Source: an optimization exercise on an open RTL-to-GDS flow (aim: small area and a short achievable clock period). Production flows keep margins and buffers that such runs may drop. Where RTL was checked, it was by simulation tests only, not by an equivalence proof against the original. Function not checked in run 7: the RTL went through the layout flow alone. Power is estimated from default activity; no workload was simulated.

## design/flow/config.mk

```make
export PLATFORM = sky130hd
export DESIGN_NAME = apb_slave_regbank
export DESIGN_NICKNAME = apb_slave_regbank
export VERILOG_FILES = /design/flow/design.v
export SDC_FILE = /design/flow/constraint.sdc
export NUM_CORES = 4
export LEC_CHECK = 0
export CAP_MARGIN = 20
export CORE_MARGIN = 2
export CORE_UTILIZATION = 40
export SETUP_SLACK_MARGIN = 0.3
export SLEW_MARGIN = 20
```

## design/flow/run.sh

```bash
#!/bin/bash
# synth_recipe.tcl (not shown) runs the flow's synth.tcl, then flattens the netlist and writes it again
# the make line also repeats each setting of config.mk as NAME=value (left out here)
make -C /OpenROAD-flow-scripts/flow DESIGN_CONFIG=/design/flow/config.mk WORK_HOME=/design/flow/orfs CLKGATE_MAP_FILE= SYNTH_SCRIPT=/design/flow/synth_recipe.tcl finish
```

## design/flow/design.v

```verilog
module apb_slave_regbank #(
  parameter int                          NUM_SLAVES  = 3,
  parameter int                          ADDR_WIDTH  = 32,
  parameter int                          DATA_WIDTH  = 32,
  parameter int                          DEPTH       = 16,
  parameter int                          WAIT_CYCLES = 0,
  parameter logic [DATA_WIDTH-1:0]       RESET_VALUE = '0
) (
  input  logic                    pclk,
  input  logic                    presetn,
  input  logic [NUM_SLAVES-1:0]   psel,
  input  logic                    penable,
  input  logic                    pwrite,
  input  logic [ADDR_WIDTH-1:0]   paddr,
  input  logic [DATA_WIDTH-1:0]   pwdata,
  input  logic [DATA_WIDTH/8-1:0] pstrb,
  output logic [DATA_WIDTH-1:0]   prdata,
  output logic                    pready,
  output logic                    pslverr
);
  localparam int NB  = DATA_WIDTH / 8;
  localparam int LSB = $clog2(NB);
  localparam int IW  = $clog2(DEPTH);
  localparam int SW  = NUM_SLAVES > 1 ? $clog2(NUM_SLAVES) : 1;
  typedef enum logic {IDLE, ACCESS} state_t;
  state_t                state;
  logic [3:0]            cnt;
  logic [DATA_WIDTH-1:0] mem [NUM_SLAVES][DEPTH];
  logic [SW-1:0]         sel;
  logic [IW-1:0]         word;
  logic                  onehot, err, ready, wr_en;
  always_comb begin
    sel = '0;
    for (int i = 0; i < NUM_SLAVES; i++) sel = psel[i] ? SW'(i) : sel;
  end
  assign word   = paddr[LSB +: IW];
  assign onehot = (psel != '0) && ((psel & (psel - 1'b1)) == '0);
  assign err    = !onehot || (paddr[LSB-1:0] != '0) || ((paddr >> (LSB + IW)) != '0);
  assign ready  = (state == ACCESS) && (cnt == 4'd0);
  assign wr_en  = ready && penable && pwrite && !err;
  assign pready  = ready;
  assign pslverr = ready && err;
  assign prdata  = (ready && !pwrite && !err) ? mem[sel][word] : '0;
  always_ff @(posedge pclk or negedge presetn)
    if (!presetn) begin
      state <= IDLE;
      cnt   <= '0;
    end else if (state == IDLE) begin
      if (|psel && !penable) begin
        state <= ACCESS;
        cnt   <= 4'(WAIT_CYCLES);
      end
    end else if (!(|psel)) state <= IDLE;
    else if (cnt != 4'd0) cnt <= cnt - 4'd1;
    else if (penable) state <= IDLE;
  always_ff @(posedge pclk or negedge presetn)
    if (!presetn) begin
      for (int s = 0; s < NUM_SLAVES; s++)
        for (int w = 0; w < DEPTH; w++) mem[s][w] <= RESET_VALUE;
    end else if (wr_en) begin
      for (int b = 0; b < NB; b++)
        if (pstrb[b]) mem[sel][word][8*b +: 8] <= pwdata[8*b +: 8];
    end
endmodule
```

## design/flow/constraint.sdc

```tcl
create_clock -name core_clock -period 6.0 [get_ports {pclk}]
set_input_delay 1.2000 -clock core_clock [delete_from_list [all_inputs] [get_ports {pclk}]]
set_output_delay 1.2000 -clock core_clock [all_outputs]
set_load 0.01 [all_outputs]
```

==> summary.txt, run 1 <==
Initial Utilization - 40.3%
CP arrival - 4.55 ns
clock share of power - 47.9%
CP startpoint - paddr[5]
Crit. End Element - primary output
synthesis-to-finish area growth - 16.8%
Synth Flop Type - dfrtp_1
antenna violations before repair - 9
Slew Limit Fails - 0
GRT Resource Usage Total - 32.1%
CTS sink cnt - 1,541
DR pass1 iterations - 6
status - no timing/DRC/antenna violations
Final Wtd Congestion - 0.994
fmax - 174 MHz
CTS max path bufs - 3
Setup Slack @ Placement - 0.0190 ns
Iter 0 DRT Violations - 5,985
Slew headroom - 15.5%
Yosys Warn Count - 2
Num CTS Buffers - 168
FF-to-FF setup slack - 1.78 ns
FF-to-FF path depth - 8
Buf/Inv on CP - 4
WHS - 0.358 ns
CP delay by family, top - buffers and inverters
Worst Path Max Fanout - 17
Pint - 16.6 mW
commonest non-fill, non-tap cell in the layout - dfrtp_1
root cell of the clock tree - clkbuf_16
fin crit share - 95.8%
Worst setup endpoint - prdata[16]
Max Cap Viol - 0
ratio of cells with drive above 1 in the final layout - 42.9%
I/O pins - 109
number of I/O port buffers - 108
final setup vio count - 0
Hold Buf Count CTS - 0
Syn Inst Count - 4,991
slowest stage cell, crit path - clkdlybuf4s50_1
WP data required - 4.80 ns
Worst path depth - 10
worst-path cell chain - buf_2, buf_4, and2_1, buf_4, nand2_1, o32ai_1, a21oi_1, or2_2, a31oi_1, clkdlybuf4s50_1
Peak VDD IR - 0.000257 V
Final Skew - 0.0231 ns
worst skew pair latency - 0.84 ns
final net count - 5,335
synth unique cells - 70
Die W - 417 um
Crit Path Class - in -> out
Post-Route WL - 282,000 um
wire length per cell - 37.0 um
worst setup margin - 0.253 ns
syn avg cell area - 13.7 sq um
Die ar. - 0.174 sq mm
Psw - 5.29 mW
Critical Path Source Type - input port
switching share of power - 24.1%
minimum clock period - 5.75 ns
Sequential Power Share - 47.6%
Pwr Density - 275 mW/mm^2
dpl cell area - 0.0740 sq mm
static leakage - 38.8 nW
pin count of the biggest net entering global routing - 169
Post-DRT Antenna Nets - 0
Hold Path Class - in -> async
CTS tree - built
sequential share of the synthesized area - 56.6%
Core Region - 0.169 sq mm
clk slew on worst S/H paths - 0.05 ns
RR Startpoint - cnt[0]
Max stage delay on crit path - 0.63 ns
H-tree Lvls - 4
Mapped Area - 0.0682 sq mm
commonest non-fill, non-tap cells in the layout - 1,541 x dfrtp_1, 1,460 x mux2_2, 377 x a22oi_1
worst-margin pin slew - 1.26 ns
Row Count - 151
Core Util, Final - 47.0%
Synth async-reset ratio - 100%
DRC viols - 0
first-pass GRT wire length - 391,000 um
RSZ-0062 raised after global routing - false
Vias - 49,300
GR Overflow Total - 0
die height - 417 um
synthesized flop and latch total - 1,541
critical path's most frequent cell - buf_4
detailed placement HPWL - 185,000 um
worst r2r dst - mem[32][9]
vias in the first global route - 48,500
Post-Syn Nets - 5,067
Comb pwr share - 4.5%
EDFF count, synth - 0
Avg Vias per Cell - 6.48
Final Hold Viols - 0
Non-Filler Cell Area, Final - 0.0796 sq mm
==> how the worst min path moves through the flow <==
stage / endpoint / startpoint / slack, ns
floorplan: mem[20][5] / mem[20][5] / 0.46
global placement: mem[20][5] / mem[20][5] / 0.47
detailed placement: mem[20][5] / mem[20][5] / 0.48
CTS: mem[29][21] / presetn / 0.35
global route: mem[24][17] / presetn / 0.39
finish: mem[29][21] / presetn / 0.36
==> kinds of logic (layout without fill, tap and decap cells) <==
kind of cell,after synthesis,in the layout,synth area share [%]
xor gates and xnor gates,1,1,0.0128
AOI/OAI and AO/OA,826,826,9.39
buffers and inverters,375,767,2.50
other,0,8,0
adders and majority gates,1,1,0.0183
and+or+nand+nor,663,663,5.44
muxes,1584,1584,26.1
DFF,1541,1541,56.6
==> power by group through the flow <==
stage	clock [mW]	sequential (mW)	combinational [mW]
floorplan	0	10.6	0.351
global placement	0	10.6	0.963
detailed placement	0	10.6	0.974
CTS	10.6	10.4	0.977
global route	11.0	10.4	1.04
finish	10.5	10.4	0.991
==> per-stage QoR <==
step	TNS, ns	cells	power (mW)
after floorplan	0	4991	11.0
final	0	7609	21.9
after detailed placement	0	7305	11.6
after global routing	0	7604	22.5
after global placement	-0.328	7304	11.6
after CTS	0	7601	22.0
==> flip-flops by register name (all words and copies together), names as in the netlist <==
name   cells
mem     1536
cnt        4
state      1
==> routing by layer <==
layer  vias up  GRT usage (%)  routed length, um
li1      19400              -                  -
met1     26400           43.4             114000
met2      2771           47.9             124000
met3       718           7.79              27600
met4         4           16.7              16400
met5         -              0                 23
==> synthesized netlist by cell type (8+ instances only) <==
| master | n | share of area, % |
|---|---|---|
| o21a_1 | 11 | 0.12 |
| buf_4 | 27 | 0.30 |
| and4_1 | 11 | 0.14 |
| nor4_1 | 23 | 0.21 |
| nand2_1 | 186 | 1.0 |
| o31a_1 | 12 | 0.15 |
| dfrtp_1 | 1541 | 57 |
| mux2_2 | 1460 | 24 |
| a2bb2oi_1 | 13 | 0.17 |
| a221oi_1 | 108 | 1.4 |
| mux2_1 | 83 | 1.4 |
| buf_2 | 94 | 0.69 |
| a2111oi_0 | 12 | 0.15 |
| nor2_2 | 12 | 0.11 |
| a32oi_1 | 20 | 0.26 |
| a21oi_1 | 52 | 0.38 |
| buf_6 | 10 | 0.17 |
| nor3_2 | 25 | 0.37 |
| nor3_1 | 42 | 0.31 |
| a22o_1 | 125 | 1.6 |
| nor2_1 | 60 | 0.33 |
| clkbuf_1 | 221 | 1.2 |
| o2bb2ai_1 | 15 | 0.19 |
| nand4_1 | 91 | 0.84 |
| and3_1 | 35 | 0.32 |
| nand2_2 | 81 | 0.74 |
| a31oi_1 | 15 | 0.14 |
| mux2i_1 | 41 | 0.60 |
| o21ai_0 | 33 | 0.24 |
| nand3_1 | 33 | 0.24 |
| nand4b_1 | 8 | 0.10 |
| buf_1 | 17 | 0.094 |
| a22oi_1 | 377 | 4.2 |
==> repair_timing <==
action / in CTS / in global routing
endpoints found under the setup margin: 8 / 4
pin swaps: 2 / 0
resized for setup: 9 / 3
buffers inserted: 2 / 0
hold endpoints to repair: 0 / 0
==> area by class of cell <==
class | instances | area (sq um)
diodes | 8 | 20.0
flip-flops and latches | 1541 | 38600
clock inverters | 42 | 651
inverters | 6 | 22.5
fillers | 15000 | 89600
clock buffers | 252 | 4920
repair buffers | 467 | 4300
well taps | 2218 | 2780
multi-input cells | 3075 | 28400
==> inputs of run 2 (changes only) <==
==> design/flow/design.v (replaced) <==
module apb_slave_regbank #(
  parameter int                          NUM_SLAVES  = 3,
  parameter int                          ADDR_WIDTH  = 32,
  parameter int                          DATA_WIDTH  = 32,
  parameter int                          DEPTH       = 16,
  parameter int                          WAIT_CYCLES = 0,
  parameter logic [DATA_WIDTH-1:0]       RESET_VALUE = '0
) (
  input  logic                    pclk,
  input  logic                    presetn,
  input  logic [NUM_SLAVES-1:0]   psel,
  input  logic                    penable,
  input  logic                    pwrite,
  input  logic [ADDR_WIDTH-1:0]   paddr,
  input  logic [DATA_WIDTH-1:0]   pwdata,
  input  logic [DATA_WIDTH/8-1:0] pstrb,
  output logic [DATA_WIDTH-1:0]   prdata,
  output logic                    pready,
  output logic                    pslverr
);
  localparam int NB  = DATA_WIDTH / 8;
  localparam int LSB = $clog2(NB);
  localparam int IW  = $clog2(DEPTH);
  localparam int NW  = NUM_SLAVES * DEPTH;
  logic [DATA_WIDTH-1:0] mem [NW];
  logic [NW-1:0]         valid;
  logic                  acc;                  
  logic                  err_q, wok_q;
  logic [NUM_SLAVES-1:0] bank_q;
  logic [IW-1:0]         word_q;
  logic [DATA_WIDTH-1:0] rd_q;
  logic [IW-1:0]         word;
  logic                  onehot, err;
  logic [NW-1:0]         rsel, wsel;
  logic [DATA_WIDTH-1:0] rd, wd;
  assign word   = paddr[LSB +: IW];
  assign onehot = (psel != '0) && ((psel & (psel - 1'b1)) == '0);
  assign err    = !onehot || (paddr[LSB-1:0] != '0) || ((paddr >> (LSB + IW)) != '0);
  always_comb begin
    for (int s = 0; s < NUM_SLAVES; s++)
      for (int w = 0; w < DEPTH; w++)
        rsel[s*DEPTH+w] = psel[s] && (word == IW'(w)) && valid[s*DEPTH+w];
    rd = '0;
    for (int i = 0; i < NW; i++) rd |= mem[i] & {DATA_WIDTH{rsel[i]}};
    if (pwrite || err) rd = '0;
  end
  always_ff @(posedge pclk) begin
    rd_q   <= rd;
    err_q  <= err;
    wok_q  <= pwrite && !err;
    bank_q <= psel;
    word_q <= word;
  end
  always_ff @(posedge pclk or negedge presetn)
    if (!presetn) acc <= 1'b0;
    else          acc <= (psel != '0) && !penable;
  assign pready  = acc;
  assign pslverr = err_q;
  assign prdata  = rd_q;
  always_comb begin
    for (int s = 0; s < NUM_SLAVES; s++)
      for (int w = 0; w < DEPTH; w++)
        wsel[s*DEPTH+w] = acc && wok_q && bank_q[s] && (word_q == IW'(w));
    for (int b = 0; b < NB; b++) wd[8*b +: 8] = pstrb[b] ? pwdata[8*b +: 8] : 8'd0;
  end
  always_ff @(posedge pclk or negedge presetn)
    if (!presetn) valid <= '0;
    else          valid <= valid | wsel;
  always_ff @(posedge pclk)
    for (int i = 0; i < NW; i++)
      for (int b = 0; b < NB; b++)
        if (wsel[i] && (pstrb[b] || !valid[i])) mem[i][8*b +: 8] <= wd[8*b +: 8];
endmodule
--- a/design/flow/config.mk
+++ b/design/flow/config.mk
@@ -10,3 +10,3 @@
 export CORE_UTILIZATION = 40
-export SETUP_SLACK_MARGIN = 0.3
+export SETUP_SLACK_MARGIN = 3.5
 export SLEW_MARGIN = 20
==> run 2 against run 1 <==
Net effect:
- clock power decreased by 6%
- core utilization increased by 4.6 points
- wire length decreased by 7.3%
- area after synthesis decreased by 13%
- sequential power increased by 19%
- largest power group is now sequential cells
==> summary.txt, run 2 <==
count leader, synth - edfxtp_1
Slew headroom - 28.4%
EDFF count, synth - 1,536
RSZ-0062 raised after global routing - true
Vias - 40,800
top cells by count, synth - 1,536 x edfxtp_1, 335 x a22o_1, 325 x a221oi_1
Initial Utilization - 40.2%
pin count of the biggest net entering global routing - 50
commonest non-fill, non-tap cell in the layout - edfxtp_1
Row Count - 141
DRC viols - 0
Slew Limit Fails - 0
Hold Path Class - in -> async
final net count - 3,866
Most flops, register - mem
Hold Buf Count CTS - 0
synthesized flop and latch total - 1,626
worst skew pair latency - 0.82 ns
multi-input logic area - 0.0134 sq mm
sequential cell area - 0.0483 sq mm
Synth area leader - edfxtp_1
Die ar. - 0.151 sq mm
worst r2r dst - mem[14][18]
fmax - 366 MHz
CTS sink cnt - 1,626
I/O pins - 109
Syn Inst Count - 3,225
minimum clock period - 2.73 ns
Crit. End Element - register
worst-path cell chain - nand2b_1, nor2_1, nand2_1, a21oi_1, buf_4
first-pass GRT wire length - 338,000 um
Final Hold Viols - 0
static leakage - 24.5 nW
number of I/O port buffers - 108
grt met3 use - 12.7%
Core Util, Final - 51.6%
Num CTS Buffers - 158
Max stage delay on crit path - 0.55 ns
detailed placement HPWL - 138,000 um
Avg Vias per Cell - 6.98
Yosys Warn Count - 2
Filler Cell Count - 11,600
Synth Flop Type - edfxtp_1
antenna violations before repair - 13
Final Wtd Congestion - 1.11
met1 Use GR - 43.3%
CP arrival - 3.23 ns
Final Skew - 0.0281 ns
GRT Resource Usage Total - 33.7%
Post-Syn Nets - 3,300
synth unique cells - 37
FF-to-FF path depth - 5
Critical Path Source Type - register
Setup Slack @ Placement - 1.23 ns
worst-margin pin slew - 1.07 ns
Largest regs - mem x1536, valid x48, rd_q x32
Mapped Area - 0.0592 sq mm
Max Cap Viol - 0
clk slew on worst S/H paths - 0.07 ns
setup TNS - 0 ns
final cell count without fillers - 5,856
Peak VDD IR - 0.000204 V
root cell of the clock tree - clkbuf_16
Post-Route WL - 261,000 um
met2 Use GR - 48.3%
wire length per cell - 44.6 um
ratio of cells with drive above 1 in the final layout - 31.8%
Synth async-reset ratio - 3.01%
WP data required - 6.50 ns
DR pass1 iterations - 12
Post-DRT Antenna Nets - 0
Die W - 389 um
RR Startpoint - word_q[1]
FF-to-FF setup slack - 3.27 ns
GR Overflow Total - 0
vias in the first global route - 37,000
Pwr Density - 298 mW/mm^2
top cells by area, synth - edfxtp_1 78%, a22o_1 5.0%, a221oi_1 4.8%, dfrtp_1 2.1%, a21oi_1 1.6%
sequential share of the synthesized area - 81.3%
H-tree Lvls - 4
Worst Path Max Fanout - 7
slowest stage cell, crit path - dfxtp_1
max reg flops - 1,536
status - no timing/DRC/antenna violations
GRT Max-Usage Layer - met2
Iter 0 DRT Violations - 8,023
Pwr Total - 22.6 mW
placed cell count - 5,214
Core Region - 0.147 sq mm
syn avg cell area - 18.4 sq um
Yosys top cell area share - 77.9%
commonest non-fill, non-tap cells in the layout - 1,536 x edfxtp_1, 334 x a22o_1, 312 x buf_4
die height - 389 um
fin crit share - 45.5%
CTS tree - built
CTS max path bufs - 3
worst setup margin - 3.27 ns
Crit Path Class - reg -> reg
synthesis-to-finish area growth - 28.3%
final setup vio count - 0
## run 2: critical path: cells and delay by family, from the launching register on
family / cells / cell delay [ns]
and+or+nand+nor: 3 / 1.02
DFF: 1 / 0.55
AOI/OAI and AO/OA: 1 / 0.50
buffers and inverters: 1 / 0.31
## run 2: repair_timing
item,4_1_cts,5_1_grt
pin swaps,81,62
gates resized for setup,501,92
buffers inserted,233,80
cloned,28,6
setup endpoints to repair,1055,326
## run 2: how the worst max path moves through the flow
stage / startpoint / end / slack [ns] / depth (start not counted)
2_1_floorplan: paddr[4] / rd_q[26] / 3.20 / 9
3_3_place_gp: paddr[3] / rd_q[3] / 1.18 / 8
3_5_place_dp: paddr[2] / rd_q[24] / 1.23 / 8
4_1_cts: acc / pready / 3.35 / 1
5_1_grt: word_q[1] / mem[35][27] / 3.39 / 5
6_report: word_q[1] / mem[14][18] / 3.27 / 5
## run 2: layer usage
layer  vias to the layer above  share of wire, %  wire (um)
li1                      14900                 -          -
met1                     20800                35      90600
met3                      1007                16      40700
met5                         -              0.28        729
met4                        27               7.5      19700
met2                      4132                42     109000
## run 2: kinds of logic after synthesis
logic type      after synthesis  share of synthesized area [%]
compound gates              994                           13.3
xor+xnor                      1                         0.0148
buf+inv                     224                           1.76
flops                      1626                           81.3
simple gates                380                           3.66
## run 2: report_power, final
group	leakage (nW)	total, mW	internal, mW	switching [mW]
Sequential	14.1	12.4	12.4	0.00475
Clock	2.43	9.85	5.51	4.34
Combinational	7.99	0.391	0.0977	0.293
## run 2: final cells by class
cell class / count / share of cell area, %
Multi-Input combinational cell: 1402 / 17.6
Inverter: 5 / 0.0346
Clock inverter: 56 / 0.750
Tap cell: 1930 / 3.18
Antenna cell: 4 / 0.0132
Clock buffer: 235 / 5.86
Timing Repair Buffer: 598 / 9.09
Sequential cell: 1626 / 63.5
## run 2: metrics by stage
stage / hold WS, ns / instance area (sq um)
floorplan: 0.513 / 60900
global placement: 0.575 / 64800
detailed placement: 0.576 / 64900
CTS: 0.526 / 74600
global route: 0.555 / 76000
finish: 0.529 / 76000
==> inputs of run 3 (changes only) <==
--- a/design/flow/config.mk
+++ b/design/flow/config.mk
@@ -7,5 +7,6 @@
 export LEC_CHECK = 0
+export ABC_CLOCK_PERIOD_IN_PS = 2500
 export CAP_MARGIN = 20
 export CORE_MARGIN = 2
-export CORE_UTILIZATION = 40
+export CORE_UTILIZATION = 60
 export SETUP_SLACK_MARGIN = 3.5
==> run 3 against run 2 <==
Net effect:
- critical path depth unchanged
- clock skew increased by 0.011 ns
- flip-flop and latch count unchanged
- clock power increased by 6%
- final cell count decreased by 8.7%
- critical endpoint is now mem[20][28]
- cell area increased by 1.5%
- via count increased by 7.7%
- hold slack improved by 0.017 ns
- register-to-register slack got worse by 0.20 ns
- combinational power increased by 6.4%
- still clean
- global-route usage increased by 21 points
- sequential power about the same
- highest routed layer unchanged
==> summary.txt, run 3 <==
Row Count - 115
synthesis-to-finish area growth - 30.3%
Yosys Warn Count - 2
Core Region - 0.0981 sq mm
Worst Path Max Fanout - 8
Vias - 44,000
fmax - 342 MHz
worst-margin pin slew - 1.14 ns
worst skew pair latency - 0.81 ns
FF-to-FF setup slack - 3.07 ns
synthesized flop and latch total - 1,626
Pwr Density - 301 mW/mm^2
DR pass1 iterations - 27
H-tree Lvls - 4
Max Cap Viol - 0
Synth async-reset ratio - 3.01%
final setup vio count - 0
CTS tree - built
syn avg cell area - 18.4 sq um
Final Skew - 0.0392 ns
GRT Resource Usage Total - 54.5%
Die ar. - 0.101 sq mm
ratio of cells with drive above 1 in the final layout - 35.3%
Post-DRT Antenna Nets - 0
fin crit share - 48.8%
die height - 318 um
FF-to-FF path depth - 5
RR Startpoint - word_q[2]
top cells by count, synth - 1,536 x edfxtp_1, 335 x a22o_1, 325 x a221oi_1
number of I/O port buffers - 108
Die W - 318 um
Synth Flop Type - edfxtp_1
first-pass GRT wire length - 360,000 um
vias in the first global route - 39,900
Final Wtd Congestion - 1.17
Num CTS Buffers - 158
Post-Route WL - 280,000 um
Pwr Total - 23.2 mW
antenna violations before repair - 28
Hold Path Class - in -> async
dpl cell area - 0.0638 sq mm
wire length per cell - 52.3 um
I/O pins - 109
Setup Slack @ Placement - 1.30 ns
WP data required - 6.46 ns
synth unique cells - 37
CTS sink cnt - 1,626
Slew Limit Fails - 0
sequential share of the synthesized area - 81.3%
worst setup margin - 3.07 ns
Post-Syn Nets - 3,300
Crit. End Element - register
CTS max path bufs - 3
top cells by area, synth - edfxtp_1 78%, a22o_1 5.0%, a221oi_1 4.8%, dfrtp_1 2.1%, a21oi_1 1.6%
Filler Cell Count - 5,101
Initial Utilization - 60.4%
Yosys top cell area share - 77.9%
Avg Vias per Cell - 8.23
final cell count without fillers - 5,348
final net count - 3,975
GR Overflow Total - 0
count leader, synth - edfxtp_1
DRC viols - 0
root cell of the clock tree - clkbuf_16
setup TNS - 0 ns
Non-Filler Cell Area, Final - 0.0772 sq mm
pin count of the biggest net entering global routing - 50
static leakage - 25.4 nW
Critical Path Source Type - register
clk slew on worst S/H paths - 0.06 ns
Core Util, Final - 78.7%
commonest non-fill, non-tap cell in the layout - edfxtp_1
Mapped Area - 0.0592 sq mm
max reg flops - 1,536
Syn Inst Count - 3,225
status - no timing/DRC/antenna violations
Largest regs - mem x1536, valid x48, rd_q x32
Peak VDD IR - 0.000287 V
WHS - 0.547 ns
Crit Path Class - reg -> reg
Hold Buf Count CTS - 0
minimum clock period - 2.93 ns
detailed placement HPWL - 131,000 um
Most flops, register - mem
Iter 0 DRT Violations - 10,500
worst r2r dst - mem[20][28]
Slew headroom - 24.2%
Synth area leader - edfxtp_1
EDFF count, synth - 1,536
placed cell count - 4,548
CP arrival - 3.38 ns
RSZ-0062 raised after global routing - true
commonest non-fill, non-tap cells in the layout - 1,536 x edfxtp_1, 348 x buf_4, 331 x a22o_1
Final Hold Viols - 0
[run 3: metal layers]
layer | global-route usage (%) | share of wire, %
met1 | 65.1 | 30
met2 | 71.2 | 39
met3 | 31.9 | 20
met4 | 41.2 | 10
met5 | 11.8 | 0.53
[run 3: power by group]
group | total [mW] | internal (mW) | switching, mW
Combinational | 0.416 | 0.107 | 0.309
Clock | 10.4 | 6.07 | 4.31
Sequential | 12.4 | 12.4 | 0.00747
[run 3: layout make-up]
type,count,area (sq um),area share [%]
flip-flops and latches,1626,48200,62.5
multi-input cells,1424,14200,18.3
repair buffers,685,7760,10.0
clock buffers,213,4420,5.72
well taps,1287,1610,2.09
clock inverters,79,947,1.23
diodes,29,72.6,0.0940
inverters,5,18.8,0.0243
[run 3: worst max-delay path by stage]
stage | start | to | slack (ns) | cells after the start
after detailed placement | paddr[5] | rd_q[1] | 1.30 | 8
after floorplan | paddr[4] | rd_q[26] | 3.20 | 9
after CTS | paddr[2] | rd_q[12] | 3.28 | 8
after global routing | word_q[2] | mem[20][25] | 3.20 | 5
after global placement | paddr[5] | rd_q[9] | 1.30 | 8
final | word_q[2] | mem[20][28] | 3.07 | 5
[run 3: logic make-up (layout without fill, tap and decap cells)]
| kind of cell | after synthesis | after routing | synth area share [%] |
|---|---|---|---|
| flip-flops | 1626 | 1626 | 81.3 |
| AO/OA/AOI/OAI | 994 | 994 | 13.3 |
| buffers and inverters | 224 | 982 | 1.76 |
| AND/OR/NAND/NOR | 380 | 429 | 3.66 |
| XOR/XNOR | 1 | 1 | 0.0148 |
| other | 0 | 29 | 0 |
[run 3: worst max-delay path, cell delays in order (launching register included)]
cell      delay, ns
dfxtp_1        0.65
nand2b_1       0.28
nor3_1         0.51
nand2_2        0.49
a21oi_1        0.31
buf_4          0.31
[run 3: repair_timing]
item | 4_1_cts | 5_1_grt
setup buffers | 336 | 88
endpoints found under the setup margin | 1134 | 717
pin swaps | 147 | 87
gates cloned | 53 | 2
gates resized for setup | 554 | 102
==> inputs of run 4 (changes only) <==
--- a/design/flow/config.mk
+++ b/design/flow/config.mk
@@ -7,7 +7,6 @@
 export LEC_CHECK = 0
-export ABC_CLOCK_PERIOD_IN_PS = 2500
 export CAP_MARGIN = 20
 export CORE_MARGIN = 2
-export CORE_UTILIZATION = 60
-export SETUP_SLACK_MARGIN = 3.5
+export CORE_UTILIZATION = 40
+export SETUP_SLACK_MARGIN = 0.3
 export SLEW_MARGIN = 20
==> run 4 against run 3 <==
Net effect:
- synthesized cell count stayed put
- core utilization fell by 32 points
- final cell count grew 3.6%
- critical endpoint is now rd_q[14]
- largest power group unchanged
==> summary.txt, run 4 <==
status - no timing/DRC/antenna violations
Die ar. - 0.151 sq mm
synthesis-to-finish area growth - 16.5%
Worst setup endpoint - rd_q[14]
GR Overflow Total - 0
Initial Utilization - 40.2%
max reg flops - 1,536
vias in the first global route - 35,000
Final Skew - 0.0214 ns
Post-Route WL - 235,000 um
Sequential Power Share - 54.2%
fmax - 238 MHz
WP data required - 6.69 ns
Crit. End Element - register
Post-Syn Nets - 3,300
RR Startpoint - valid[12]
setup TNS - 0 ns
Worst Path Max Fanout - 15
FF-to-FF path depth - 7
post-CTS setup buffers - 0
Slew headroom - 13.6%
Syn Inst Count - 3,225
switching share of power - 20.5%
antenna violations before repair - 9
Core Util, Final - 46.9%
fin crit share - 70.1%
static leakage - 21.6 nW
Synth async-reset ratio - 3.01%
syn avg cell area - 18.4 sq um
first-pass GRT wire length - 311,000 um
ratio of cells with drive above 1 in the final layout - 16.6%
Critical Path Source Type - input port
CTS max path bufs - 3
Pwr Density - 332 mW/mm^2
DR pass1 iterations - 6
clk slew on worst S/H paths - 0.06 ns
Comb pwr share - 1.4%
commonest non-fill, non-tap cell in the layout - edfxtp_1
synth unique cells - 37
Synth Flop Type - edfxtp_1
pin count of the biggest net entering global routing - 50
die height - 389 um
count leader, synth - edfxtp_1
FF-to-FF setup slack - 2.48 ns
Crit Path Class - in -> reg
RSZ-0062 raised after global routing - false
minimum clock period - 4.21 ns
Post-DRT Antenna Nets - 0
CP startpoint - paddr[5]
top cells by count, synth - 1,536 x edfxtp_1, 335 x a22o_1, 325 x a221oi_1
DRC viols - 0
Pint - 18.2 mW
worst-margin pin slew - 1.30 ns
Synth area leader - edfxtp_1
commonest non-fill, non-tap cells in the layout - 1,536 x edfxtp_1, 335 x a22o_1, 325 x a221oi_1
Hold Path Class - reg -> reg
final net count - 3,541
CTS tree - built
top cells by area, synth - edfxtp_1 78%, a22o_1 5.0%, a221oi_1 4.8%, dfrtp_1 2.1%, a21oi_1 1.6%
Vias - 37,400
H-tree Lvls - 4
GRT Resource Usage Total - 30.6%
Yosys Warn Count - 2
I/O pins - 109
wire length per cell - 42.4 um
Iter 0 DRT Violations - 7,444
number of I/O port buffers - 108
Final Wtd Congestion - 1.13
Row Count - 141
Die W - 389 um
worst skew pair latency - 0.81 ns
Pwr Total - 22.9 mW
Mapped Area - 0.0592 sq mm
Slew Limit Fails - 0
Avg Vias per Cell - 6.75
root cell of the clock tree - clkbuf_16
synthesized flop and latch total - 1,626
EDFF count, synth - 1,536
sequential share of the synthesized area - 81.3%
Most flops, register - mem
Num CTS Buffers - 164
Yosys top cell area share - 77.9%
Final Hold Viols - 0
clock share of power - 44.4%
worst r2r dst - rd_q[25]
Peak VDD IR - 0.000255 V
detailed placement HPWL - 138,000 um
Max Cap Viol - 0
Largest regs - mem x1536, valid x48, rd_q x32
CP arrival - 4.89 ns
CTS sink cnt - 1,626
Hold Buf Count CTS - 0
Psw - 4.69 mW
Core Region - 0.147 sq mm
final setup vio count - 0
# resized after CTS - 0
run 4: worst min path at each step:
stage,start,to,slack (ns),cells after the start
final,mem[47][8],rd_q[8],0.61,3
after floorplan,valid[44],valid[44],0.51,1
after detailed placement,mem[47][8],rd_q[8],0.59,3
after global placement,mem[44][4],rd_q[4],0.58,3
after CTS,presetn,valid[29],0.60,2
after global routing,mem[47][8],rd_q[8],0.64,3
run 4: cell families (layout without fill, tap and decap cells):
logic type                Yosys count  in the layout  share of synthesized area, %
AOI/OAI and AO/OA                 994            994                          13.3
and+or+nand+nor                   380            380                          3.66
other                               0              2                             0
xor gates and xnor gates            1              1                        0.0148
buffers and inverters             224            608                          1.76
DFF                              1626           1626                          81.3
run 4: critical path, stage by stage:
cell	delay, ns
clkdlybuf4s50_1	1.09
nor2b_1	0.21
and3_2	0.58
buf_4	0.40
a221oi_1	0.69
nand4_1	0.30
o31a_1	0.37
run 4: layer usage:
layer | global-route usage, % | up-vias | routed length, um | share of wire [%]
met5 | 0 | - | 55 | 0.023
met3 | 9.21 | 604 | 32700 | 14
met4 | 13.3 | 10 | 11900 | 5.1
li1 | - | 14100 | - | -
met1 | 41.7 | 19400 | 86400 | 37
met2 | 45.7 | 3262 | 104000 | 44
run 4: final cells by class:
type	count	area (sq um)
Timing Repair Buffer	294	2490
Tap cell	1930	2410
Multi-Input combinational cell	1375	10600
Fill cell	12200	78300
Inverter	5	18.8
Clock inverter	87	822
Sequential cell	1626	48200
Clock buffer	222	4510
Antenna cell	2	5.00
run 4: power by group through the flow:
| stage | Combinational (mW) | Sequential, mW | Clock [mW] |
|---|---|---|---|
| floorplan | 0.121 | 12.7 | 0 |
| global placement | 0.295 | 12.7 | 0 |
| detailed placement | 0.303 | 12.7 | 0 |
| CTS | 0.303 | 12.4 | 10.1 |
| global route | 0.328 | 12.4 | 10.6 |
| finish | 0.313 | 12.4 | 10.2 |
run 4: metrics by stage:
step	setup WS (ns)	hold WS, ns	cell area (sq um)	cells
floorplan	3.08	0.513	59200	3225
global placement	1.18	0.583	63600	5228
detailed placement	1.13	0.586	63700	5228
CTS	1.96	0.600	69000	5537
global route	1.79	0.637	69000	5539
finish	1.79	0.608	69000	5541
==> inputs of run 5 (changes only) <==
==> design/flow/design.v (replaced) <==
module apb_regbank_aoi3 (
  input  logic a0, s0, a1, s1, a2, s2,
  output logic y
);
  assign y = !((a0 && s0) || (a1 && s1) || (a2 && s2));
endmodule
module apb_slave_regbank #(
  parameter int                          NUM_SLAVES  = 3,
  parameter int                          ADDR_WIDTH  = 32,
  parameter int                          DATA_WIDTH  = 32,
  parameter int                          DEPTH       = 16,
  parameter int                          WAIT_CYCLES = 0,
  parameter logic [DATA_WIDTH-1:0]       RESET_VALUE = '0
) (
  input  logic                    pclk,
  input  logic                    presetn,
  input  logic [NUM_SLAVES-1:0]   psel,
  input  logic                    penable,
  input  logic                    pwrite,
  input  logic [ADDR_WIDTH-1:0]   paddr,
  input  logic [DATA_WIDTH-1:0]   pwdata,
  input  logic [DATA_WIDTH/8-1:0] pstrb,
  output logic [DATA_WIDTH-1:0]   prdata,
  output logic                    pready,
  output logic                    pslverr
);
  localparam int NB  = DATA_WIDTH / 8;
  localparam int LSB = $clog2(NB);
  localparam int IW  = $clog2(DEPTH);
  localparam int NW  = NUM_SLAVES * DEPTH;
  logic [DATA_WIDTH-1:0] mem [NW];
  logic [NW-1:0]         valid;                
  logic [NW-1:0]         wsel_n;               
  logic                  acc;                  
  logic                  err_q;
  logic [DATA_WIDTH-1:0] rd_q;
  logic [IW-1:0]         word;
  logic                  setup, onehot, err;
  logic [NW-1:0]         dec;
  logic [DATA_WIDTH-1:0] rd, wd;
  assign word   = paddr[LSB +: IW];
  assign setup  = (psel != '0) && !penable;
  assign onehot = (psel != '0) && ((psel & (psel - 1'b1)) == '0);
  assign err    = !onehot || (paddr[LSB-1:0] != '0) || ((paddr >> (LSB + IW)) != '0);
  always_comb
    for (int s = 0; s < NUM_SLAVES; s++)
      for (int w = 0; w < DEPTH; w++)
        dec[s*DEPTH+w] = psel[s] && (word == IW'(w));
  logic [NW-1:0]         rsel;
  logic [DATA_WIDTH-1:0] rdn [DEPTH];
  assign rsel = dec & valid;
  for (genvar w = 0; w < DEPTH; w++) begin : g_word
    for (genvar b = 0; b < DATA_WIDTH; b++) begin : g_bit
      apb_regbank_aoi3 u_aoi (
        .a0(mem[w][b]), .s0(rsel[w]),
        .a1(mem[DEPTH + w][b]), .s1(rsel[DEPTH + w]),
        .a2(mem[2*DEPTH + w][b]), .s2(rsel[2*DEPTH + w]),
        .y(rdn[w][b]));
    end
  end
  always_comb begin
    rd = '0;
    for (int w = 0; w < DEPTH; w++) rd |= ~rdn[w];
    if (pwrite || err) rd = '0;
  end
  always_ff @(posedge pclk) begin
    rd_q  <= rd;
    err_q <= err;
  end
  always_ff @(posedge pclk or negedge presetn)
    if (!presetn) begin
      acc    <= 1'b0;
      wsel_n <= '1;
    end else begin
      acc    <= setup;
      wsel_n <= (setup && pwrite && !err) ? ~dec : '1;
    end
  assign pready  = acc;
  assign pslverr = err_q;
  assign prdata  = rd_q;
  always_comb
    for (int b = 0; b < NB; b++) wd[8*b +: 8] = pstrb[b] ? pwdata[8*b +: 8] : 8'd0;
  always_ff @(posedge pclk or negedge presetn)
    if (!presetn) valid <= '0;
    else          valid <= valid | ~wsel_n;
  always_ff @(posedge pclk)
    for (int i = 0; i < NW; i++)
      for (int b = 0; b < NB; b++)
        if (!wsel_n[i] && (pstrb[b] || !valid[i])) mem[i][8*b +: 8] <= wd[8*b +: 8];
endmodule
--- a/design/flow/config.mk
+++ b/design/flow/config.mk
@@ -10,3 +10,7 @@
 export CORE_UTILIZATION = 40
-export SETUP_SLACK_MARGIN = 0.3
+export CTS_BUF_LIST = sky130_fd_sc_hd__clkbuf_8
+export CTS_CLUSTER_DIAMETER = 60
+export CTS_CLUSTER_SIZE = 16
+export SETUP_SLACK_MARGIN = 3.5
 export SLEW_MARGIN = 20
+export SYNTH_HIERARCHICAL = 1
==> run 5 against run 4 <==
Net effect:
- area after synthesis is 0.61% lower
- clock skew up 0.034 ns
- hold slack worse by 0.20 ns
- global-route usage decreased by 1.2 points
- synthesized cell count down 9.9%
- sequential power hardly changed
- clock power is 42% lower
- critical path type unchanged
- worst setup slack better by 1.4 ns
- largest power group unchanged
- wire length rose by 1.0%
- power shrank 17%
==> summary.txt, run 5 <==
Hold Path Class - in -> async
number of I/O port buffers - 108
Slew headroom - 20.5%
sequential share of the synthesized area - 83.7%
status - no timing/DRC/antenna violations
Psw - 4.01 mW
EDFF count, synth - 1,536
Final Hold Viols - 0
top cells by area, synth - edfxtp_1 78%, a222oi_1 8.7%, dfstp_2 2.1%, dfrtp_1 2.1%, nand4_1 1.9%
worst-path cell chain - clkdlybuf4s50_1, clkinv_1, buf_4, a21oi_1
multi-input logic area - 0.0116 sq mm
Peak VDD IR - 0.000222 V
FF-to-FF setup slack - 3.31 ns
WP data required - 6.47 ns
syn avg cell area - 20.3 sq um
worst skew pair latency - 0.89 ns
uppermost layer routed - met5
worst-margin pin slew - 1.19 ns
Mapped Area - 0.0589 sq mm
vias in the first global route - 34,500
Pint - 15.0 mW
dpl cell area - 0.0628 sq mm
Worst Path Max Fanout - 48
ratio of cells with drive above 1 in the final layout - 24.9%
Row Count - 140
die height - 388 um
Crit Path Class - in -> reg
Post-Route WL - 237,000 um
GRT Resource Usage Total - 29.4%
Most flops, register - mem
Avg Vias per Cell - 7.27
Synth Flop Type - edfxtp_1
clock share of power - 31.3%
Post-Syn Nets - 2,981
Non-Filler Cell Area, Final - 0.0696 sq mm
final net count - 3,400
Die ar. - 0.150 sq mm
Max stage delay on crit path - 1.01 ns
Critical Path Source Type - input port
Synth async-reset ratio - 5.82%
antenna violations before repair - 17
Slew Limit Fails - 0
detailed placement HPWL - 113,000 um
Iter 0 DRT Violations - 9,486
Filler Cell Count - 11,800
WHS - 0.412 ns
static leakage - 21.2 nW
Largest regs - mem x1536, valid x48, wsel_n x48
fmax - 357 MHz
Sequential Power Share - 66.4%
final cell count without fillers - 5,368
CP arrival - 3.27 ns
slowest stage cell, crit path - a21oi_1
CTS tree - built
Syn Inst Count - 2,906
count leader, synth - edfxtp_1
DR pass1 iterations - 22
Num CTS Buffers - 119
root cell of the clock tree - clkbuf_8
pin count of the biggest net entering global routing - 59
Pwr Total - 19.0 mW
metal2 WL - 98,200 um
Crit. End Element - register
Yosys top cell area share - 78.3%
wire length per cell - 44.2 um
Pwr Density - 274 mW/mm^2
I/O pins - 109
H-tree Lvls - 3
placed cell count - 4,902
commonest non-fill, non-tap cells in the layout - 1,536 x edfxtp_1, 512 x a222oi_1, 179 x nand4_1
Synth area leader - edfxtp_1
commonest non-fill, non-tap cell in the layout - edfxtp_1
GR Overflow Total - 0
Final Wtd Congestion - 0.881
Die W - 388 um
DRC viols - 0
CTS sink cnt - 1,666
first-pass GRT wire length - 300,000 um
Vias - 39,000
RSZ-0062 raised after global routing - true
Hold Buf Count CTS - 0
met3 routed WL - 41,000 um
synthesized flop and latch total - 1,666
synth unique cells - 34
sequential cell area - 0.0494 sq mm
Post-DRT Antenna Nets - 0
CTS max path bufs - 3
fin crit share - 46.6%
max reg flops - 1,536
Initial Utilization - 40.4%
synthesis-to-finish area growth - 18.2%
met1 wire length - 81,500 um
final setup vio count - 0
setup TNS - 0 ns
clk slew on worst S/H paths - 0.11 ns
minimum clock period - 2.80 ns
Comb pwr share - 2.3%
Core Region - 0.146 sq mm
Max Cap Viol - 0
Yosys Warn Count - 10
Final Skew - 0.0552 ns
top cells by count, synth - 1,536 x edfxtp_1, 512 x a222oi_1, 192 x a21oi_1
switching share of power - 21.1%
run 5: worst paths after layout:
path | start | endpoint | depth (start not counted)
setup / recovery | pstrb[0] | mem[4][1] | 4
hold / removal | presetn | acc | 1
setup reg to reg | valid[22] | rd_q[28] | 5
hold reg to reg | wsel_n[31] | valid[31] | 1
max in group asynchronous | presetn | valid[39] | 2
min in group core_clock | wsel_n[31] | valid[31] | 1
run 5: layer usage:
| metal | track usage (%) | vias to the layer above |
|---|---|---|
| li1 | - | 14200 |
| met1 | 37.7 | 19900 |
| met2 | 41.6 | 3920 |
| met3 | 13.0 | 885 |
| met4 | 16.2 | 26 |
| met5 | 2.81 | - |
run 5: area by class of cell:
| class | instances | area share, % |
|---|---|---|
| timing repair buffer | 312 | 5.46 |
| tap | 1917 | 3.45 |
| sequential | 1666 | 71.0 |
| multi-input combinational | 1222 | 16.6 |
| inverter | 4 | 0.0270 |
| antenna | 21 | 0.0755 |
| clock buffer | 131 | 2.59 |
| clock inverter | 95 | 0.798 |
run 5: worst max-delay path: cells and delay by family:
kind                   cells  cell delay [ns]
AOI/OAI and AO/OA          1             1.01
buffers and inverters      3             1.00
run 5: kinds of logic after synthesis:
kind of cell	Yosys count	share of synthesized area, %
AO/OA/AOI/OAI	705	10.3
buffers and inverters	75	0.574
AND/OR/NAND/NOR	460	5.40
flip-flops	1666	83.7
run 5: what timing repair did:
item / CTS / global route
gates resized for setup: 499 / 123
pin swaps: 87 / 84
cloned: 49 / 15
setup endpoints to repair: 1340 / 1100
buffers inserted: 90 / 65
run 5: per-stage QoR:
stage	utilization (%)	worst slack (ns)
2_1_floorplan	-	3.13
3_3_place_gp	43.0	1.34
3_5_place_dp	43.1	1.32
4_1_cts	46.4	3.29
5_1_grt	47.7	3.18
6_report	47.7	3.20
run 5: power by group through the flow:
stage	Sequential, mW	Clock [mW]	Combinational, mW
after detailed placement	12.9	0	0.346
final	12.6	5.95	0.443
after global routing	12.7	6.35	0.451
after CTS	12.6	5.92	0.388
after global placement	12.9	0	0.334
after floorplan	12.9	0	0.156
run 5: modules after synthesis (local to each module, per instance):
| module | times used | cell area (sq um) | cells inside |
|---|---|---|---|
| apb_slave_regbank | 1 | 53800 | 2394 |
| apb_regbank_aoi3 | 512 | 10.0 | 1 |
==> inputs of run 6 (changes only) <==
==> design/flow/flow/run.sh (new file) <==
#!/bin/bash
set -euo pipefail
bash standard.sh MATCH_CELL_FOOTPRINT=0 finish > standard_flow.log 2>&1
==> design/flow/standard.sh (new file) <==
#!/bin/bash
# synth_recipe.tcl (not shown) runs the flow's synth.tcl, then flattens the netlist and writes it again
# the make line also repeats each setting of config.mk as NAME=value (left out here)
make -C /OpenROAD-flow-scripts/flow DESIGN_CONFIG=/design/flow/config.mk WORK_HOME=/design/flow/orfs CLKGATE_MAP_FILE= SYNTH_SCRIPT=/design/flow/synth_recipe.tcl "${@:-finish}"
removed: design/flow/run.sh
==> run 6 against run 5 <==
Net effect:
- the flow now stops in global routing (5_1_grt)
- synthesized cell count unchanged
- area after synthesis unchanged
==> summary.txt, run 6 <==
status - stopped before the end
Last stage - global routing (5_1_grt)
Error - [ERROR GRT-0232] Routing congestion too high. Check the congestion heatmap in the GUI.
Row Count - 140
Synth async-reset ratio - 5.82%
Final Wtd Congestion - 0.894
count leader, synth - edfxtp_1
Num CTS Buffers - 119
Synth area leader - edfxtp_1
Die W - 388 um
die height - 388 um
GR Overflow Total - 1
synth unique cells - 34
detailed placement HPWL - 113,000 um
Yosys top cell area share - 78.3%
syn avg cell area - 20.3 sq um
dpl cell area - 0.0628 sq mm
Synth Flop Type - edfxtp_1
I/O pins - 109
top cells by count, synth - 1,536 x edfxtp_1, 512 x a222oi_1, 192 x a21oi_1
synthesized flop and latch total - 1,666
GRT Resource Usage Total - 28.4%
Setup Slack @ Placement - 1.44 ns
CTS sink cnt - 1,666
EDFF count, synth - 1,536
Mapped Area - 0.0589 sq mm
Post-Syn Nets - 2,981
Yosys Warn Count - 10
root cell of the clock tree - clkbuf_8
Syn Inst Count - 2,906
Initial Utilization - 40.4%
top cells by area, synth - edfxtp_1 78%, a222oi_1 8.7%, dfstp_2 2.1%, dfrtp_1 2.1%, nand4_1 1.9%
CTS max path bufs - 3
number of I/O port buffers - 108
pin count of the biggest net entering global routing - 63
H-tree Lvls - 3
sequential share of the synthesized area - 83.7%
run 6: per-layer routing:
layer	GRT usage, %	GRT overflow
met5	1.82	0
met4	14.0	0
met3	11.0	0
met2	41.7	1
met1	36.7	0
run 6: timing repair:
action,in CTS
buffers inserted,45
gates resized for setup,398
hold buffers,0
endpoints found under the setup margin,1010
cloned,35
pin swaps,66
run 6: power by group through the flow:
stage               Sequential [mW]  Clock, mW  Combinational, mW
global placement               12.9          0              0.332
floorplan                      12.9          0              0.156
CTS                            12.6       5.88              0.366
detailed placement             12.9          0              0.344
run 6: cell families after synthesis:
family	count (synthesis)	synth area share [%]
AOI/OAI and AO/OA	705	10.3
DFF	1666	83.7
and+or+nand+nor	460	5.40
buffers and inverters	75	0.574
run 6: modules after synthesis (local to each module, per instance):
module / times used / cell area (sq um)
apb_slave_regbank: 1 / 53800
apb_regbank_aoi3: 512 / 10.0
run 6: worst min path at each step:
stage                          start  slack [ns]         to
after CTS                    presetn        0.23  valid[11]
after detailed placement  wsel_n[31]        0.57  valid[31]
after global placement    wsel_n[31]        0.56  valid[31]
after floorplan           wsel_n[17]        0.45  valid[17]
run 6: metrics by stage:
step / hold WS [ns] / utilization (%) / instances
2_1_floorplan: 0.453 / - / 2906
3_3_place_gp: 0.562 / 43.0 / 4887
3_5_place_dp: 0.568 / 43.0 / 4891
4_1_cts: 0.232 / 45.6 / 5199
==> inputs of run 7 (changes only) <==
--- a/design/flow/design.v
+++ b/design/flow/design.v
@@ -32,3 +32,3 @@
   logic [NW-1:0]         valid;                
-  logic [NW-1:0]         wsel_n;               
+  logic [NW-1:0]         wsel;                 
   logic                  acc;                  
@@ -50,3 +50,3 @@
   logic [DATA_WIDTH-1:0] rdn [DEPTH];
-  assign rsel = dec & valid;
+  assign rsel = dec & valid & {NW{!(pwrite || err)}};
   for (genvar w = 0; w < DEPTH; w++) begin : g_word
@@ -63,3 +63,2 @@
     for (int w = 0; w < DEPTH; w++) rd |= ~rdn[w];
-    if (pwrite || err) rd = '0;
   end
@@ -71,7 +70,7 @@
     if (!presetn) begin
-      acc    <= 1'b0;
-      wsel_n <= '1;
+      acc  <= 1'b0;
+      wsel <= '0;
     end else begin
-      acc    <= setup;
-      wsel_n <= (setup && pwrite && !err) ? ~dec : '1;
+      acc  <= setup;
+      wsel <= (setup && pwrite && !err) ? dec : '0;
     end
@@ -84,3 +83,3 @@
     if (!presetn) valid <= '0;
-    else          valid <= valid | ~wsel_n;
+    else          valid <= valid | wsel;
   always_ff @(posedge pclk)
@@ -88,3 +87,3 @@
       for (int b = 0; b < NB; b++)
-        if (!wsel_n[i] && (pstrb[b] || !valid[i])) mem[i][8*b +: 8] <= wd[8*b +: 8];
+        if (wsel[i] && (pstrb[b] || !valid[i])) mem[i][8*b +: 8] <= wd[8*b +: 8];
 endmodule
==> design/flow/run.sh (new file) <==
#!/bin/bash
# synth_recipe.tcl (not shown) runs the flow's synth.tcl, then flattens the netlist and writes it again
# the make line also repeats each setting of config.mk as NAME=value (left out here)
make -C /OpenROAD-flow-scripts/flow DESIGN_CONFIG=/design/flow/config.mk WORK_HOME=/design/flow/orfs CLKGATE_MAP_FILE= SYNTH_SCRIPT=/design/flow/synth_recipe.tcl finish
--- a/design/flow/config.mk
+++ b/design/flow/config.mk
@@ -10,5 +10,2 @@
 export CORE_UTILIZATION = 40
-export CTS_BUF_LIST = sky130_fd_sc_hd__clkbuf_8
-export CTS_CLUSTER_DIAMETER = 60
-export CTS_CLUSTER_SIZE = 16
 export SETUP_SLACK_MARGIN = 3.5
removed: design/flow/flow/run.sh
removed: design/flow/standard.sh
==> run 7 against run 6 <==
Net effect:
- now clean on timing, DRC and antenna
- area after synthesis is 0.79% higher
- synthesized cell count increased by 0.45%
==> summary.txt, run 7 <==
Yosys Warn Count - 10
Final Hold Viols - 0
synthesized flop and latch total - 1,666
die height - 389 um
synthesis-to-finish area growth - 24.1%
Row Count - 141
Hold Buf Count CTS - 0
EDFF count, synth - 1,536
FF-to-FF setup slack - 3.00 ns
Synth async-reset ratio - 5.82%
worst r2r dst - rd_q[16]
detailed placement HPWL - 124,000 um
Final Wtd Congestion - 0.918
root cell of the clock tree - clkbuf_16
CTS max path bufs - 3
CTS tree - built
Worst Path Max Fanout - 6
count leader, synth - edfxtp_1
number of I/O port buffers - 108
Peak VDD IR - 0.000279 V
sequential cell area - 0.0493 sq mm
FF-to-FF path depth - 7
Max Cap Viol - 0
Post-DRT Antenna Nets - 0
Die W - 389 um
synth unique cells - 31
GRT Resource Usage Total - 25.3%
Final Skew - 0.0350 ns
Largest regs - mem x1536, valid x48, wsel x48
Synth area leader - edfxtp_1
H-tree Lvls - 4
sequential share of the synthesized area - 82.9%
multi-input logic area - 0.0112 sq mm
ratio of cells with drive above 1 in the final layout - 27.9%
static leakage - 25.6 nW
CP arrival - 3.94 ns
Vias - 36,700
minimum clock period - 3.29 ns
Mapped Area - 0.0593 sq mm
I/O pins - 109
Pwr Density - 318 mW/mm^2
Non-Filler Cell Area, Final - 0.0736 sq mm
Num CTS Buffers - 164
Post-Syn Nets - 2,994
commonest non-fill, non-tap cells in the layout - 1,536 x edfxtp_1, 512 x a222oi_1, 301 x buf_4
status - no timing/DRC/antenna violations
clk slew on worst S/H paths - 0.06 ns
max reg flops - 1,536
setup TNS - 0 ns
Filler Cell Count - 11,900
Most flops, register - mem
vias in the first global route - 35,000
Crit Path Class - in -> reg
fin crit share - 54.8%
RR Startpoint - valid[5]
Core Region - 0.147 sq mm
fmax - 304 MHz
antenna violations before repair - 16
DRC viols - 0
Pwr Total - 23.4 mW
Critical Path Source Type - input port
WP data required - 6.65 ns
Die ar. - 0.151 sq mm
Iter 0 DRT Violations - 7,097
first-pass GRT wire length - 270,000 um
Syn Inst Count - 2,919
wire length per cell - 34.8 um
syn avg cell area - 20.3 sq um
Slew headroom - 26.7%
top cells by count, synth - 1,536 x edfxtp_1, 512 x a222oi_1, 192 x a21boi_0
Avg Vias per Cell - 6.52
CTS sink cnt - 1,666
final setup vio count - 0
Yosys top cell area share - 77.7%
top cells by area, synth - edfxtp_1 78%, a222oi_1 8.6%, dfrtp_1 4.1%, a21boi_0 2.4%, nand4_1 1.4%
worst-margin pin slew - 1.10 ns
Crit. End Element - register
Slew Limit Fails - 0
worst skew pair latency - 0.81 ns
WHS - 0.473 ns
Post-Route WL - 196,000 um
Initial Utilization - 40.2%
Hold Path Class - in -> async
Synth Flop Type - edfxtp_1
commonest non-fill, non-tap cell in the layout - edfxtp_1
final net count - 3,610
dpl cell area - 0.0654 sq mm
DR pass1 iterations - 12
pin count of the biggest net entering global routing - 50
GR Overflow Total - 0
Core Util, Final - 49.9%
RSZ-0062 raised after global routing - true
run 7: cell types whose count changed after synthesis, sizes merged, moves of 20 or more:
cell,before,now
a21boi,0,192
a21oi,192,0
nand4,179,129
and3,48,0
dfrtp,49,97
dfstp,48,0
nand2b,48,0
nand3,1,49
or2,0,48
or4,1,32
nand4b,4,32
nor4,84,104
nor4b,24,4
run 7: worst max-delay path by stage:
stage | startpoint | end | slack, ns | depth (start not counted)
floorplan | paddr[26] | rd_q[0] | 2.65 | 7
detailed placement | psel[1] | rd_q[4] | 0.97 | 9
global placement | paddr[26] | rd_q[4] | 0.70 | 9
global route | psel[1] | rd_q[0] | 2.76 | 12
finish | paddr[7] | rd_q[4] | 2.71 | 13
CTS | psel[0] | rd_q[17] | 2.85 | 11
run 7: through the flow:
stage	cells	setup WS [ns]
floorplan	2919	2.65
global route	5609	2.76
detailed placement	5130	0.971
finish	5632	2.71
global placement	5123	0.702
CTS	5567	2.85
run 7: logic make-up after synthesis:
family | after synthesis | synth area share (%)
buffers and inverters | 82 | 0.582
XOR/XNOR | 1 | 0.0148
AO/OA/AOI/OAI | 706 | 11.1
flip-flops | 1666 | 82.9
AND/OR/NAND/NOR | 464 | 5.40
run 7: repair_timing:
| item | 4_1_cts | 5_1_grt |
|---|---|---|
| gates resized for setup | 514 | 94 |
| setup endpoints to repair | 698 | 413 |
| buffers inserted | 122 | 33 |
| gates cloned | 10 | 4 |
| pin swaps | 98 | 89 |
run 7: area by class of cell:
type	count	area share [%]
sequential	1666	67.0
multi-input combinational	1172	15.2
timing repair buffer	527	7.19
clock buffer	215	6.15
tap	1930	3.28
clock inverter	90	1.15
antenna	28	0.0952
inverter	4	0.0204
run 7: modules after synthesis (local to each module, per instance):
module | flops+latches | cells | copies in the design | area (sq um)
apb_regbank_aoi3 | 0 | 1 | 512 | 10.0
apb_slave_regbank | 1666 | 2407 | 1 | 54200
run 7: report_power, final:
part	switching (mW)	internal, mW
registers	0.000189	12.7
clock network	4.38	5.86
logic	0.346	0.129
run 7: worst max-delay path: stages:
cell	delay, ns
buf_2	0.09
nor4_2	0.04
nand4_1	0.14
buf_12	0.12
buf_12	0.11
buf_16	0.11
buf_16	0.13
nor4_4	0.04
buf_6	0.14
buf_8	0.13
a222oi_1	0.68
nand4_1	0.40
or4_1	0.60
run 7: routing by layer:
layer  share of wire [%]  vias up  track usage, %
met3                  12      454            6.60
li1                    -    14700               -
met2                  45     2735            38.4
met1                  38    18800            34.6
met4                 4.9       14            11.1
met5               0.063        -           0.255
==> inputs of run 8 (changes only) <==
--- a/design/flow/design.v
+++ b/design/flow/design.v
@@ -32,2 +32,5 @@
   logic [NW-1:0]         valid;                
+  logic                  wacc;                 
+  logic [NUM_SLAVES-1:0] wbank_q;              
+  logic [IW-1:0]         wword_q;
   logic [NW-1:0]         wsel;                 
@@ -50,3 +53,3 @@
   logic [DATA_WIDTH-1:0] rdn [DEPTH];
-  assign rsel = dec & valid & {NW{!(pwrite || err)}};
+  assign rsel = dec & valid;
   for (genvar w = 0; w < DEPTH; w++) begin : g_word
@@ -63,6 +66,9 @@
     for (int w = 0; w < DEPTH; w++) rd |= ~rdn[w];
+    if (pwrite || err) rd = '0;
   end
   always_ff @(posedge pclk) begin
-    rd_q  <= rd;
-    err_q <= err;
+    rd_q    <= rd;
+    err_q   <= err;
+    wbank_q <= psel;
+    wword_q <= word;
   end
@@ -71,6 +77,6 @@
       acc  <= 1'b0;
-      wsel <= '0;
+      wacc <= 1'b0;
     end else begin
       acc  <= setup;
-      wsel <= (setup && pwrite && !err) ? dec : '0;
+      wacc <= setup && pwrite && !err;
     end
@@ -79,2 +85,6 @@
   assign prdata  = rd_q;
+  always_comb
+    for (int s = 0; s < NUM_SLAVES; s++)
+      for (int w = 0; w < DEPTH; w++)
+        wsel[s*DEPTH+w] = wacc && wbank_q[s] && (wword_q == IW'(w));
   always_comb
==> design/flow/flow/run.sh (new file) <==
#!/bin/bash
set -euo pipefail
bash standard.sh MATCH_CELL_FOOTPRINT=0 finish > standard_flow.log 2>&1
==> design/flow/standard.sh (new file) <==
#!/bin/bash
# synth_recipe.tcl (not shown) runs the flow's synth.tcl, then flattens the netlist and writes it again
# the make line also repeats each setting of config.mk as NAME=value (left out here)
make -C /OpenROAD-flow-scripts/flow DESIGN_CONFIG=/design/flow/config.mk WORK_HOME=/design/flow/orfs CLKGATE_MAP_FILE= SYNTH_SCRIPT=/design/flow/synth_recipe.tcl "${@:-finish}"
--- a/design/flow/config.mk
+++ b/design/flow/config.mk
@@ -9,4 +9,7 @@
 export CORE_MARGIN = 2
-export CORE_UTILIZATION = 40
-export SETUP_SLACK_MARGIN = 3.5
+export CORE_UTILIZATION = 30
+export CTS_BUF_LIST = sky130_fd_sc_hd__clkbuf_8
+export CTS_CLUSTER_DIAMETER = 60
+export CTS_CLUSTER_SIZE = 16
+export SETUP_SLACK_MARGIN = 3.4
 export SLEW_MARGIN = 20
removed: design/flow/run.sh
==> run 8 against run 7 <==
Net effect:
- still clean
- final cell count increased by 3.7%
- flip-flop and latch count decreased by 40
- count of clock-buffer cells in the layout decreased by 96
- core utilization decreased by 15 points
- global-route usage decreased by 7.1 points
- critical path depth decreased by 9
- sequential power about the same
- hold slack improved by 0.020 ns
- clock power decreased by 46%
- die area increased by 29%
- critical path type unchanged
- critical endpoint is now mem[16][22]
- largest cell class unchanged
- largest power group unchanged
==> summary.txt, run 8 <==
Yosys Warn Count - 10
sequential share of the synthesized area - 84.0%
worst-margin pin slew - 1.17 ns
I/O pins - 109
slowest stage cell, crit path - a21oi_1
Max Cap Viol - 0
Peak VDD IR - 0.000172 V
Pint - 14.4 mW
static leakage - 20.3 nW
Crit. End Element - register
placed cell count - 5,451
top cells by count, synth - 1,536 x edfxtp_1, 512 x a222oi_1, 192 x a21oi_1
Post-Route WL - 190,000 um
setup TNS - 0 ns
Iter 0 DRT Violations - 6,475
worst skew pair latency - 0.88 ns
DRC viols - 0
CTS tree - built
commonest non-fill, non-tap cell in the layout - edfxtp_1
DR pass1 iterations - 13
Hold Path Class - in -> async
multi-input logic area - 0.0107 sq mm
number of I/O port buffers - 108
Die W - 441 um
Synth async-reset ratio - 3.08%
Slew Limit Fails - 0
Initial Utilization - 30.2%
minimum clock period - 2.86 ns
Pwr Total - 18.2 mW
die height - 441 um
CTS sink cnt - 1,626
count leader, synth - edfxtp_1
H-tree Lvls - 3
CP arrival - 3.35 ns
Filler Cell Count - 17,400
dpl cell area - 0.0624 sq mm
Post-Syn Nets - 2,885
Avg Vias per Cell - 5.85
switching share of power - 21.2%
final setup vio count - 0
fmax - 350 MHz
RSZ-0062 raised after global routing - true
Final Wtd Congestion - 0.862
Sequential Power Share - 67.9%
Comb pwr share - 2.1%
wire length per cell - 32.5 um
Most flops, register - mem
Vias - 34,200
Largest regs - mem x1536, valid x48, rd_q x32
Die ar. - 0.195 sq mm
final cell count without fillers - 5,841
first-pass GRT wire length - 253,000 um
Worst Path Max Fanout - 48
Slew headroom - 21.9%
fin crit share - 47.7%
Mapped Area - 0.0574 sq mm
CTS max path bufs - 3
Max stage delay on crit path - 0.94 ns
clk slew on worst S/H paths - 0.11 ns
Synth Flop Type - edfxtp_1
vias in the first global route - 32,200
sequential cell area - 0.0483 sq mm
Post-DRT Antenna Nets - 0
Syn Inst Count - 2,810
Row Count - 160
antenna violations before repair - 6
worst-path cell chain - clkdlybuf4s50_1, clkinv_1, buf_4, a21oi_1
top cells by area, synth - edfxtp_1 80%, a222oi_1 8.9%, dfrtp_1 2.2%, a21oi_1 1.7%, nand4_1 1.4%
EDFF count, synth - 1,536
synthesis-to-finish area growth - 17.1%
commonest non-fill, non-tap cells in the layout - 1,536 x edfxtp_1, 512 x a222oi_1, 138 x buf_4
CP delay by family, top - buffers and inverters
Pwr Density - 272 mW/mm^2
status - no timing/DRC/antenna violations
final net count - 3,298
Core Region - 0.190 sq mm
Yosys top cell area share - 80.4%
ratio of cells with drive above 1 in the final layout - 22.7%
syn avg cell area - 20.4 sq um
Non-Filler Cell Area, Final - 0.0672 sq mm
pin count of the biggest net entering global routing - 51
Final Skew - 0.0458 ns
synth unique cells - 34
synthesized flop and latch total - 1,626
detailed placement HPWL - 109,000 um
Final Hold Viols - 0
Num CTS Buffers - 115
Synth area leader - edfxtp_1
GR Overflow Total - 0
clock share of power - 30.0%
Buf/Inv on CP - 3
max reg flops - 1,536
WP data required - 6.49 ns
Crit Path Class - in -> reg
Critical Path Source Type - input port
root cell of the clock tree - clkbuf_8
GRT Resource Usage Total - 18.3%
Psw - 3.86 mW
==> run 8: changes by cell type after synthesis, sizes merged, moves of 38 or more <==
cell    before  now
a21oi        0  192
nand2       16   54
nand2b       0   49
dfrtp       97   50
or2         48    0
and3         0   51
a21boi     192    0
nand3       49    1
==> run 8: what timing repair did <==
item / CTS / global route
cloned: 33 / 14
buffers inserted: 80 / 39
setup endpoints to repair: 1011 / 555
pin swaps: 75 / 105
hold buffers: 0 / 0
gates resized for setup: 392 / 93
==> run 8: path summary, 6_finish.rpt <==
kind	from	cells past startpoint	endpoint	slack, ns
min reg2reg	valid[2]	1	valid[2]	0.65
min in group core_clock	paddr[2]	1	wword_q[0]	0.53
max reg2reg	wword_q[0]	3	mem[45][22]	3.29
max in group asynchronous	presetn	2	valid[13]	4.86
max	pstrb[2]	4	mem[16][22]	3.14
min	presetn	2	valid[40]	0.49
==> run 8: area by class of cell <==
class,instances,area share [%]
tap,2511,4.68
clock inverter,100,0.702
inverter,5,0.0317
multi-input combinational,1184,16.0
sequential,1626,71.9
antenna,5,0.0186
clock buffer,119,2.44
timing repair buffer,291,4.27
==> run 8: per-layer routing <==
metal	share of wire, %	vias to the layer above	GRT usage, %
met5	0	-	0
met4	6.0	0	9.55
met3	9.0	448	2.98
met2	50	2239	31.6
met1	35	17700	21.8
li1	-	13700	-
==> run 8: metrics by stage <==
step / setup WS, ns / hold WS (ns) / util (%)
2_1_floorplan: 3.37 / 0.514 / -
3_3_place_gp: 1.47 / 0.556 / 32.8
3_5_place_dp: 1.48 / 0.568 / 32.8
4_1_cts: 3.22 / 0.440 / 34.9
5_1_grt: 3.09 / 0.502 / 35.3
6_report: 3.14 / 0.492 / 35.4
==> run 8: per-module statistics from Yosys, one instance, submodules excluded <==
module	cell area (sq um)	flops+latches	times used	cells
apb_regbank_aoi3	10.0	0	512	1
apb_slave_regbank	52200	1626	1	2298
==> run 8: power groups by stage <==
stage | clock [mW] | combinational (mW) | sequential [mW]
detailed placement | 0 | 0.319 | 12.7
global placement | 0 | 0.306 | 12.7
CTS | 5.51 | 0.359 | 12.4
floorplan | 0 | 0.135 | 12.7
finish | 5.47 | 0.386 | 12.4
global route | 5.90 | 0.403 | 12.4
==> run 8: cell families after synthesis <==
logic type | count (synthesis) | synth area share [%]
and+or+nand+nor | 432 | 5.00
buffers and inverters | 47 | 0.388
DFF | 1626 | 84.0
AOI/OAI and AO/OA | 705 | 10.6
==> run 8: worst register-to-register path, cell delays in order, from the launching register on <==
cell     delay [ns]
dfxtp_1        0.82
and4b_1        0.36
nand2_1        0.45
a21oi_2        0.69

-- afterwards: timing with drivers on the ports --
No port has a modelled driver above. Below, the same layouts with a new extraction and two added sets of constraints. Step 1: set_driving_cell puts a clkbuf_16 on pclk and a buf_2 on each other input, an assumption about the parent block. Step 2 adds t to the input delays and takes it off the output delays; t is the mean of the earliest and latest rising clock arrival at the registers after step 1. Input paths then give back, and output paths get back, about the clock's delay inside the block. Slacks: ideal ports / drivers / drivers and shift; pairs: ideal ports / drivers.
run	t, ns	slack for setup (ns)	worst register clock-pin slew, ns	worst slew at a driven data input, ns
run 1	0.907	0.253 / 0.113 / 0.113	0.07 / 0.07	0.16
run 2	0.890	3.270 / 3.207 / 2.317	0.07 / 0.07	0.30
run 3	0.869	3.074 / 3.074 / 2.279	0.08 / 0.08	0.13
run 4	0.874	1.793 / 1.852 / 0.978	0.07 / 0.07	0.14
run 5	0.944	3.202 / 3.022 / 2.078	0.11 / 0.11	0.46
run 7	0.868	2.714 / 2.724 / 1.856	0.07 / 0.07	0.11
run 8	0.942	3.141 / 3.120 / 2.179	0.11 / 0.11	0.22
After both steps every run listed still meets setup and hold. The setup slack of run 5, which loses most, moves by -0.180 ns with the drivers and by -1.124 ns with both steps.
